This is an optimization exercise on Yosys and OpenROAD, whose aim is small area, not a production implementation. In this exercise RTL edits were held to simulation tests only and were not proved equivalent to the original. Power is estimated from default activity; no workload was simulated.

==> run B <==
Design split_cache_top, start of the top module:
module split_cache_top (
    input  logic                 clk_i,
    input  logic                 rst_n_i,
    input  logic                 cmd_valid_i,
    input  logic [34:0]          cmd_i,
    output logic                 rsp_valid_o,
    output logic [7:0]           rsp_o,
    output logic [31:0]          stats_o
);
Settings: LEC_CHECK=0, CAP_MARGIN=10, CORE_MARGIN=2, CORE_UTILIZATION=65, CTS_BUF_LIST=sky130_fd_sc_hd__clkbuf_8, CTS_CLUSTER_DIAMETER=40, CTS_CLUSTER_SIZE=16, PLACE_DENSITY=0.75, SLEW_MARGIN=10; clock period 12.0 ns.
run.sh (not shown) runs the stock make flow with config.mk's settings and CLKGATE_MAP_FILE= SYNTH_SCRIPT=/design/flow/synth_recipe.tcl, a recipe that flattens the netlist after the stock synthesis.
==> inputs of run C, as changes to run B <==
--- a/flow/design.v
+++ b/flow/design.v
@@ -25,28 +25,28 @@
 ) (
     input  logic                                 clk_i,
     input  logic                                 rst_n_i,
     input  logic [cache_pkg::NUM_SETS-1:0]       set_sel_i,    
     output logic [WAYS*cache_pkg::TAG_W-1:0]     tag_o,
     output logic [WAYS*2-1:0]                    mesi_o,
-    output logic [(WAYS-2)*AGE_W:0]              age_o,
+    output logic [WAYS*AGE_W-1:0]                age_o,
     input  logic [WAYS-1:0]                      tag_we_i,
     input  logic [cache_pkg::TAG_W-1:0]          tag_i,
     input  logic [WAYS-1:0]                      mesi_we_i,
     input  logic [1:0]                           mesi_i,
     input  logic                                 age_we_i,
-    input  logic [(WAYS-2)*AGE_W:0]              age_i
+    input  logic [WAYS*AGE_W-1:0]                age_i
 );
     localparam int TAG_W  = cache_pkg::TAG_W;
     localparam int SETS   = cache_pkg::NUM_SETS;
     localparam int TSET_W = WAYS * TAG_W;
     localparam int MSET_W = WAYS * 2;
-    localparam int ASET_W = (WAYS - 2) * AGE_W + 1;
+    localparam int ASET_W = WAYS * AGE_W;
     function automatic [ASET_W-1:0] cold_ages();
         cold_ages = '0;
-        for (int w = 0; w < WAYS - 2; w++) begin
+        for (int w = 0; w < WAYS; w++) begin
             cold_ages[w*AGE_W +: AGE_W] = AGE_W'(w);
         end
     endfunction
     localparam logic [ASET_W-1:0] COLD_AGES = cold_ages();
     logic [SETS*TSET_W-1:0] tag_q;
     logic [SETS*MSET_W-1:0] mesi_q;
@@ -88,18 +88,18 @@
 ) (
     input  logic                                 lookup_en_i,
     input  logic [2:0]                           op_i,
     input  logic [cache_pkg::TAG_W-1:0]          tag_i,
     input  logic [WAYS*cache_pkg::TAG_W-1:0]     tag_set_i,
     input  logic [WAYS*2-1:0]                    mesi_set_i,
-    input  logic [(WAYS-2)*AGE_W:0]              age_set_i,
+    input  logic [WAYS*AGE_W-1:0]                age_set_i,
     output logic [WAYS-1:0]                      tag_we_o,
     output logic [WAYS-1:0]                      mesi_we_o,
     output logic [1:0]                           mesi_o,
     output logic                                 age_we_o,
-    output logic [(WAYS-2)*AGE_W:0]              age_o,
+    output logic [WAYS*AGE_W-1:0]                age_o,
     output logic                                 hit_o,
     output logic [cache_pkg::WAY_W-1:0]          way_o,
     output logic [1:0]                           rsp_mesi_o,
     output logic                                 victim_dirty_o
 );
     localparam int TAG_W = cache_pkg::TAG_W;
@@ -120,39 +120,15 @@
     logic [1:0]       new_mesi;
     logic             is_snoop;
     always_comb begin
         for (int w = 0; w < WAYS; w++) begin
             tag_in[w]  = tag_set_i[w*TAG_W +: TAG_W];
             mesi_in[w] = mesi_set_i[w*2 +: 2];
+            age_in[w]  = age_set_i[w*AGE_W +: AGE_W];
         end
     end
-    logic [WAYS-1:0]  age_used;
-    logic [AGE_W-1:0] free_lo;
-    logic [AGE_W-1:0] free_hi;
-    logic             last_older;
-    logic [AGE_W-1:0] new_age [WAYS];
-    always_comb begin
-        age_used = '0;
-        for (int w = 0; w < WAYS - 2; w++) begin
-            age_in[w] = age_set_i[w*AGE_W +: AGE_W];
-            for (int a = 0; a < WAYS; a++) begin
-                if (age_in[w] == AGE_W'(a)) age_used[a] = 1'b1;
-            end
-        end
-        free_lo = '0;
-        for (int a = WAYS - 1; a >= 0; a--) begin
-            if (!age_used[a]) free_lo = AGE_W'(a);
-        end
-        free_hi = '0;
-        for (int a = 0; a < WAYS; a++) begin
-            if (!age_used[a]) free_hi = AGE_W'(a);
-        end
-        last_older       = age_set_i[(WAYS-2)*AGE_W];
-        age_in[WAYS - 2] = last_older ? free_hi : free_lo;
-        age_in[WAYS - 1] = last_older ? free_lo : free_hi;
-    end
     always_comb begin
         for (int w = 0; w < WAYS; w++) begin
             valid_vec[w] = (mesi_in[w] != cache_pkg::MESI_I);
             hit_vec[w]   = valid_vec[w] && (tag_in[w] == tag_i);
             old_vec[w]   = (age_in[w] == AGE_W'(WAYS - 1));
         end
@@ -190,23 +166,19 @@
             default: if (!hit) new_mesi = cache_pkg::MESI_E;
         endcase
     end
     always_comb begin
         for (int w = 0; w < WAYS; w++) begin
             if (sel_vec[w]) begin
-                new_age[w] = '0;
+                age_o[w*AGE_W +: AGE_W] = '0;
             end else if (age_in[w] < touched_age) begin
-                new_age[w] = age_in[w] + 1'b1;
+                age_o[w*AGE_W +: AGE_W] = age_in[w] + 1'b1;
             end else begin
-                new_age[w] = age_in[w];
+                age_o[w*AGE_W +: AGE_W] = age_in[w];
             end
         end
-        for (int w = 0; w < WAYS - 2; w++) begin
-            age_o[w*AGE_W +: AGE_W] = new_age[w];
-        end
-        age_o[(WAYS-2)*AGE_W] = sel_vec[WAYS-1] || (!sel_vec[WAYS-2] && last_older);
     end
     assign tag_we_o  = {WAYS{lookup_en_i && !is_snoop && !hit}} & sel_vec;
     assign mesi_we_o = {WAYS{lookup_en_i && (!is_snoop || hit)}} & sel_vec;
     assign mesi_o    = new_mesi;
     assign age_we_o  = lookup_en_i && !is_snoop;
     assign hit_o          = lookup_en_i && hit;
@@ -321,30 +293,30 @@
     logic                          i_lookup_en;
     logic [2:0]                    op;
     logic [TAG_W-1:0]              tag;
     logic [cache_pkg::NUM_SETS-1:0] set_sel;
     logic [D_WAYS*TAG_W-1:0]       d_tag_set;
     logic [D_WAYS*2-1:0]           d_mesi_set;
-    logic [(D_WAYS-2)*D_AGE_W:0]   d_age_set;
+    logic [D_WAYS*D_AGE_W-1:0]     d_age_set;
     logic [D_WAYS-1:0]             d_tag_we;
     logic [D_WAYS-1:0]             d_mesi_we;
     logic [1:0]                    d_mesi_wr;
     logic                          d_age_we;
-    logic [(D_WAYS-2)*D_AGE_W:0]   d_age_wr;
+    logic [D_WAYS*D_AGE_W-1:0]     d_age_wr;
     logic                          d_hit;
     logic [cache_pkg::WAY_W-1:0]   d_way;
     logic [1:0]                    d_mesi;
     logic                          d_victim_dirty;
     logic [I_WAYS*TAG_W-1:0]       i_tag_set;
     logic [I_WAYS*2-1:0]           i_mesi_set;
-    logic [(I_WAYS-2)*I_AGE_W:0]   i_age_set;
+    logic [I_WAYS*I_AGE_W-1:0]     i_age_set;
     logic [I_WAYS-1:0]             i_tag_we;
     logic [I_WAYS-1:0]             i_mesi_we;
     logic [1:0]                    i_mesi_wr;
     logic                          i_age_we;
-    logic [(I_WAYS-2)*I_AGE_W:0]   i_age_wr;
+    logic [I_WAYS*I_AGE_W-1:0]     i_age_wr;
     logic                          i_hit;
     logic [cache_pkg::WAY_W-1:0]   i_way;
     logic [1:0]                    i_mesi;
     logic                          i_victim_dirty;
     command_router u_router (
         .clk_i            (clk_i),
CAP_MARGIN = 20   (was 10)
CORE_UTILIZATION = 40   (was 65)
CTS_BUF_LIST = default   (was sky130_fd_sc_hd__clkbuf_8)
CTS_CLUSTER_DIAMETER = default   (was 40)
CTS_CLUSTER_SIZE = default   (was 16)
PLACE_DENSITY = 0.55   (was 0.75)
SLEW_MARGIN = 20   (was 10)
==> summary.txt <==
Run C passed the timing, design-rule and antenna checks. Run B ran to the end with no violations. In run B the worst hold slack is lower than in run C, by 0.0038 ns. Against run B, the register-to-register slack of run C is higher by 0.62 ns. Sequential cell count: run B is lower than run C (128). Against run B, the synthesized cell count of run C is larger by 0.88%. Against run C, the clock power of run B is lower by about 27%.

## static timing again, ports no longer ideal
In the flow no input, the clock included, has a driving cell. The finished layouts below were timed again as built, in two steps. Step 1 assumes that a clkbuf_16 drives the clock port and a buf_2 every other input. Step 2 also shifts input and output timing later by t, the mid clock arrival at the registers, as if the neighbouring blocks saw the same clock. Three values: no drivers, after step 1, after step 2; two values: the first two.
run	t (ns)	setup slack, ns	clock arrival spread, ns
run B	1.318	2.867 / 2.867 / 2.867	0.079 / 0.078
run C	1.169	3.489 / 3.489 / 3.489	0.057 / 0.057
After both steps setup and hold are still met in every run listed.
